This design comes from an exercise in tuning for small area and a short achievable clock period on the open sky130 flow, not from production work. The RTL was checked by simulation tests, not by an equivalence proof against the original design.

==> inputs of job 9681 <==
Design mem_subsystem, start of the top module:
module mem_subsystem (
	input  wire clk,
	input  wire rst_n,
	input  wire reserve,
	output wire mem_subsystem_pkg::sb_idx_t reserve_index,
	output wire sb_full,
	output wire sb_empty,
	input  wire issue_valid,
	input  wire mem_subsystem_pkg::ls_issue_t issue,
	input  wire retire_valid,
	input  wire mem_subsystem_pkg::sb_idx_t retire_index,
	input  wire flush,
	output wire load_done,
	output wire mem_subsystem_pkg::data_t load_data
);
	logic is_load, is_store;
	mem_subsystem_pkg::addr_t eff_addr;
	logic fwd_hit;
	logic [32-1:0] fwd_pick;
	logic [32-1:0] fwd_pick_q;
	mem_subsystem_pkg::data_t fwd_data;
	logic drain;
	mem_subsystem_pkg::addr_t drain_addr;
	mem_subsystem_pkg::data_t drain_data;
	mem_subsystem_pkg::data_t mem_rdata;
	load_store_unit u_lsu (
		.issue_valid(issue_valid), .issue(issue),
		.is_load(is_load), .is_store(is_store), .eff_addr(eff_addr)
	);
	mem_subsystem_pkg::addr_t term_lo, term_hi;
	sb_key_terms u_terms (
		.base(issue.base), .offset(issue.offset), .term_lo(term_lo), .term_hi(term_hi)
	);
	store_buffer u_sb (
		.clk(clk), .rst_n(rst_n),
		.reserve(reserve), .reserve_index(reserve_index),
		.sb_full(sb_full), .sb_empty(sb_empty),
		.fill_valid(is_store), .fill_index(issue.sb_index),
		.fill_addr(eff_addr), .fill_data(issue.src_data),
		.term_lo(term_lo), .term_hi(term_hi),
		.fwd_hit(fwd_hit), .fwd_pick(fwd_pick),
		.fwd_pick_q(fwd_pick_q), .fwd_data(fwd_data),
		.retire_valid(retire_valid), .retire_index(retire_index), .flush(flush),
		.load_issue(is_load), .drain(drain),
		.drain_addr(drain_addr), .drain_data(drain_data)
	);
  ...
==> flow/config.mk <==
export PLATFORM = sky130hd
export DESIGN_NAME = mem_subsystem
export DESIGN_NICKNAME = mem_subsystem
export VERILOG_FILES = /design/flow/design.v
export SDC_FILE = /design/flow/constraint.sdc
export NUM_CORES = 4
export LEC_CHECK = 0
export CAP_MARGIN = 20
export CORE_MARGIN = 2
export CORE_UTILIZATION = 52
export CTS_CLUSTER_DIAMETER = 100
export CTS_CLUSTER_SIZE = 20
export SETUP_SLACK_MARGIN = 4.0
export SLEW_MARGIN = 20
export SYNTH_HIERARCHICAL = 1
export SYNTH_MEMORY_MAX_BITS = 8192
export SYNTH_MINIMUM_KEEP_SIZE = 0
export TNS_END_PERCENT = 30
==> flow/constraint.sdc <==
create_clock -name core_clock -period 9.0 [get_ports {clk}]
set_input_delay 1.8000 -clock core_clock [delete_from_list [all_inputs] [get_ports {clk}]]
set_output_delay 1.8000 -clock core_clock [all_outputs]
set_load 0.01 [all_outputs]
standard.sh (not shown) runs the stock make flow with config.mk's settings and CLKGATE_MAP_FILE= SYNTH_SCRIPT=/design/flow/synth_recipe.tcl, a recipe that flattens the netlist after the stock synthesis.
==> flow/flow/run.sh <==
#!/bin/bash
# The standard layout, with two changes to how the resizer works: it may
# swap a cell for one of another footprint (MATCH_CELL_FOOTPRINT=0), and the
# port buffers are plain buffers (buf_4) instead of the delay cells it picks
# on its own. Everything else, including synthesis, is standard.sh's.
set -euo pipefail
bash standard.sh MATCH_CELL_FOOTPRINT=0 \
	"BUFFER_PORTS_ARGS=-buffer_cell sky130_fd_sc_hd__buf_4" \
	finish > standard.log 2>&1
==> job 8621: changes against job 9681 <==
--- a/flow/design.v
+++ b/flow/design.v
@@ -49,18 +49,18 @@
 	input  wire reserve,
 	output mem_subsystem_pkg::sb_idx_t reserve_index,
 	output logic sb_full,
 	output logic sb_empty,
 	input  wire fill_valid,
 	input  wire mem_subsystem_pkg::sb_idx_t fill_index,
 	input  wire mem_subsystem_pkg::addr_t fill_addr,
 	input  wire mem_subsystem_pkg::data_t fill_data,
-	input  wire mem_subsystem_pkg::addr_t term_lo,
-	input  wire mem_subsystem_pkg::addr_t term_hi,
+	input  wire mem_subsystem_pkg::addr_t search_base,
+	input  wire mem_subsystem_pkg::addr_t search_offset,
 	output logic fwd_hit,
 	output logic [32-1:0] fwd_pick,      
 	input  wire [32-1:0] fwd_pick_q,
 	output mem_subsystem_pkg::data_t fwd_data,
 	input  wire retire_valid,
 	input  wire mem_subsystem_pkg::sb_idx_t retire_index,
 	input  wire flush,
 	input  wire load_issue,                     
@@ -144,16 +144,20 @@
 	always_ff @(posedge clk) begin
 		if (fill_valid) begin
 			addr_q[fill_index] <= fill_addr;
 			data_q[fill_index] <= fill_data;
 		end
 	end
 	logic [N-1:0] match;
 	logic [N-1:0][16-1:0] slot_data;
+	mem_subsystem_pkg::addr_t term_lo, term_hi;
+	sb_key_terms u_terms (
+		.base(search_base), .offset(search_offset), .term_lo(term_lo), .term_hi(term_hi)
+	);
 	for (genvar i = 0; i < N; i++) begin : g_match
 		sb_match u_match (
 			.key(addr_q[i]), .live(valid_q[i] & filled_q[i]),
 			.term_lo(term_lo), .term_hi(term_hi),
 			.match(match[i])
 		);
 		assign slot_data[i] = data_q[i];
 	end
@@ -164,36 +168,21 @@
 `default_nettype none
 module sb_key_terms (
 	input  wire mem_subsystem_pkg::addr_t base,
 	input  wire mem_subsystem_pkg::addr_t offset,
 	output mem_subsystem_pkg::addr_t term_lo,
 	output mem_subsystem_pkg::addr_t term_hi
 );
 	mem_subsystem_pkg::addr_t ab_xor, ab_and, ab_or;
-	sb_vec_xor u_xor (.a(base), .b(offset), .y(ab_xor));
-	sb_vec_and_or u_and_or (.a(base), .b(offset), .y_and(ab_and), .y_or(ab_or));
-	sb_vec_xor u_lo (.a(ab_xor), .b({ab_or[16-2:0], 1'b0}), .y(term_lo));
-	sb_vec_xor u_hi (.a(ab_xor), .b({ab_and[16-2:0], 1'b0}), .y(term_hi));
-endmodule
-module sb_vec_xor (
-	input  wire mem_subsystem_pkg::addr_t a,
-	input  wire mem_subsystem_pkg::addr_t b,
-	output mem_subsystem_pkg::addr_t y
-);
-	assign y = a ^ b;
-endmodule
-module sb_vec_and_or (
-	input  wire mem_subsystem_pkg::addr_t a,
-	input  wire mem_subsystem_pkg::addr_t b,
-	output mem_subsystem_pkg::addr_t y_and,
-	output mem_subsystem_pkg::addr_t y_or
-);
-	assign y_and = a & b;
-	assign y_or = a | b;
+	assign ab_xor = base ^ offset;
+	assign ab_and = base & offset;
+	assign ab_or = base | offset;
+	assign term_lo = ab_xor ^ {ab_or[16-2:0], 1'b0};
+	assign term_hi = ab_xor ^ {ab_and[16-2:0], 1'b0};
 endmodule
 module sb_match (
 	input  wire mem_subsystem_pkg::addr_t key,
 	input  wire live,
 	input  wire mem_subsystem_pkg::addr_t term_lo,
 	input  wire mem_subsystem_pkg::addr_t term_hi,
 	output logic match
 );
@@ -302,96 +291,73 @@
 		end
 	end
 endmodule
 `default_nettype wire
 `default_nettype none
 `timescale 1ns/1ps
 module data_memory (
 	input  wire clk,
-	input  wire [8-1:0] read_term_lo,
-	input  wire [8-1:0] read_term_hi,
+	input  wire [8-1:0] read_addr,
 	input  wire read_mask,                         
 	output mem_subsystem_pkg::data_t read_data,    
 	input  wire write_en,
 	input  wire [8-1:0] write_addr,
 	input  wire mem_subsystem_pkg::data_t write_data
 );
 	localparam int MEM_WORDS = 1 << 8;
 	logic [MEM_WORDS-1:0][16-1:0] mem_q;
 	logic wr_pend_q;
 	logic [8-1:0] wr_addr_q;
 	mem_subsystem_pkg::data_t wr_data_q;
 	always_ff @(posedge clk) begin
 		wr_pend_q <= write_en;
 		wr_addr_q <= write_addr;
-		wr_data_q <= write_data;
+		if (write_en) begin
+			wr_data_q <= write_data;   
+		end
 	end
 	always_ff @(posedge clk) begin
 		for (int w = 0; w < MEM_WORDS; w++) begin
 			if (wr_pend_q && wr_addr_q == 8'(w)) begin
 				mem_q[w] <= wr_data_q;
 			end
 		end
 	end
 	logic [3:0][16-1:0] quarter_data;
 	logic bypass;
-	logic [255:0] word_sel;   
-	mem_decode8 u_decode (.term_lo(read_term_lo), .term_hi(read_term_hi), .sel(word_sel));
+	logic [63:0] word_sel;   
+	mem_decode6 u_decode (.addr(read_addr[5:0]), .sel(word_sel));
 	for (genvar q = 0; q < 4; q++) begin : g_quarter
 		mem_read_mux u_read_mux (
-			.words(mem_q[q*64 +: 64]), .sel(word_sel[q*64 +: 64]), .data(quarter_data[q])
+			.words(mem_q[q*64 +: 64]), .sel(word_sel), .data(quarter_data[q])
 		);
 	end
-	always_comb begin
-		bypass = wr_pend_q;
-		for (int b = 0; b < 8; b++) begin
-			bypass = bypass & ~(wr_addr_q[b] ^ ((b > 0 && wr_addr_q[b > 0 ? b-1 : 0])
-				? read_term_hi[b] : read_term_lo[b]));
-		end
-	end
+	assign bypass = wr_pend_q && wr_addr_q == read_addr;
 	logic [3:0][16-1:0] quarter_data_q;
-	mem_subsystem_pkg::data_t bypass_data_q;
+	logic [3:0] quarter_sel_q;
+	logic bypass_q;
 	always_ff @(posedge clk) begin
-		for (int q = 0; q < 4; q++) begin
-			quarter_data_q[q] <= quarter_data[q] & {16{!(read_mask || bypass)}};
-		end
-		bypass_data_q <= wr_data_q & {16{bypass && !read_mask}};
+		quarter_data_q <= quarter_data;
+		quarter_sel_q <= (read_mask || bypass) ? 4'b0 : 4'(1) << read_addr[7:6];
+		bypass_q <= bypass && !read_mask;
 	end
 	always_comb begin
-		read_data = bypass_data_q;
+		read_data = wr_data_q & {16{bypass_q}};
 		for (int q = 0; q < 4; q++) begin
-			read_data = read_data | quarter_data_q[q];
+			read_data = read_data | (quarter_data_q[q] & {16{quarter_sel_q[q]}});
 		end
 	end
 endmodule
 `default_nettype none
-module mem_decode8 (
-	input  wire [8-1:0] term_lo,
-	input  wire [8-1:0] term_hi,
-	output logic [255:0] sel
-);
-	logic [7:0] lo;     
-	logic [15:0] mid;   
-	logic [7:0] hi;     
-	function automatic logic bit_ok(input int b, input logic wb, input logic wb_below);
-		bit_ok = ~(wb ^ ((b > 0 && wb_below) ? term_hi[b] : term_lo[b]));
-	endfunction
-	always_comb begin
-		for (int u = 0; u < 8; u++) begin
-			lo[u] = bit_ok(0, u[0], 1'b0) & bit_ok(1, u[1], u[0]) & bit_ok(2, u[2], u[1]);
-			hi[u] = bit_ok(6, u[1], u[0]) & bit_ok(7, u[2], u[1]);
-		end
-		for (int v = 0; v < 16; v++) begin
-			mid[v] = bit_ok(3, v[1], v[0]) & bit_ok(4, v[2], v[1]) & bit_ok(5, v[3], v[2]);
-		end
-		for (int w = 0; w < 256; w++) begin
-			sel[w] = lo[w % 8] & mid[(w / 4) % 16] & hi[w / 32];
-		end
-	end
+module mem_decode6 (
+	input  wire [5:0] addr,
+	output logic [63:0] sel
+);
+	assign sel = 64'(1) << addr;
 endmodule
 module mem_read_mux (
 	input  wire [63:0][16-1:0] words,
 	input  wire [63:0] sel,
 	output mem_subsystem_pkg::data_t data
 );
 	logic [21:0][16-1:0] part_n;
 	for (genvar t = 0; t < 20; t++) begin : g_aoi3
@@ -493,37 +459,32 @@
 	logic drain;
 	mem_subsystem_pkg::addr_t drain_addr;
 	mem_subsystem_pkg::data_t drain_data;
 	mem_subsystem_pkg::data_t mem_rdata;
 	load_store_unit u_lsu (
 		.issue_valid(issue_valid), .issue(issue),
 		.is_load(is_load), .is_store(is_store), .eff_addr(eff_addr)
 	);
-	mem_subsystem_pkg::addr_t term_lo, term_hi;
-	sb_key_terms u_terms (
-		.base(issue.base), .offset(issue.offset), .term_lo(term_lo), .term_hi(term_hi)
-	);
 	store_buffer u_sb (
 		.clk(clk), .rst_n(rst_n),
 		.reserve(reserve), .reserve_index(reserve_index),
 		.sb_full(sb_full), .sb_empty(sb_empty),
 		.fill_valid(is_store), .fill_index(issue.sb_index),
 		.fill_addr(eff_addr), .fill_data(issue.src_data),
-		.term_lo(term_lo), .term_hi(term_hi),
+		.search_base(issue.base), .search_offset(issue.offset),
 		.fwd_hit(fwd_hit), .fwd_pick(fwd_pick),
 		.fwd_pick_q(fwd_pick_q), .fwd_data(fwd_data),
 		.retire_valid(retire_valid), .retire_index(retire_index), .flush(flush),
 		.load_issue(is_load), .drain(drain),
 		.drain_addr(drain_addr), .drain_data(drain_data)
 	);
 	data_memory u_dmem (
 		.clk(clk),
-		.read_term_lo(term_lo[8-1:0]), .read_term_hi(term_hi[8-1:0]),
-		.read_mask(fwd_hit),
+		.read_addr(eff_addr[8-1:0]), .read_mask(fwd_hit),
 		.read_data(mem_rdata),
 		.write_en(drain), .write_addr(drain_addr[8-1:0]),
 		.write_data(drain_data)
 	);
 	logic load_q;
 	always_ff @(posedge clk) begin
 		if (!rst_n) begin
 			load_q <= 1'b0;
==> flow_results.org <==
** Cells and area
- Post-layout instance count excluding filler cells :: 19500

** Run status
- The run finished with no timing, DRC or antenna violations.

** Route
- Sum of met3 wire segment lengths after detailed routing :: 83400 um

** Timing
- Measured against its own limit, the worst slew margin works out to 17.5%.
- Clock skew on the completed layout was measured at 0.0572 ns.
[end of results for job 9681]
==> flow_results.org <==
** Run status
- The run finished with no timing, DRC or antenna violations.

** Setup path
- STA puts the critical path data arrival time at 6.08 ns.

** Timing
- Remaining max-slew budget at the tightest pin :: 11.4%
- Worst clock skew on the final layout :: 0.0585 ns

** Cells and area
- Post-layout instance count excluding filler cells :: 18900
[end of results for job 8621]

static timing again, ports no longer ideal:
In the flow no input, the clock included, has a driving cell. The finished layouts below were timed again as built, in two steps. Step 1 assumes that a clkbuf_16 drives the clock port and a buf_2 every other input. Step 2 moves the port delays by t, midway between the first and last clock arrival at a register: inputs arrive t later, outputs are due t later. That takes back most of the time a late clock gives input paths. a / b / c = no drivers / after step 1 / after step 2; a / b = the first two.
run	t, ns	slack for setup (ns)	worst hold slack (ns)	worst setup path at the end	latest minus earliest clock arrival (ns)
job 9681	1.096	3.700 / 3.752 / 2.698	0.490 / 0.490 / 0.490	input to register	0.059 / 0.060
job 8621	1.089	3.802 / 3.705 / 2.742	0.471 / 0.471 / 0.471	input to register	0.073 / 0.073
After both steps setup and hold are still met in every run listed. The setup slack of job 8621, which loses most, moves by -0.097 ns with the drivers and by -1.060 ns with both steps.
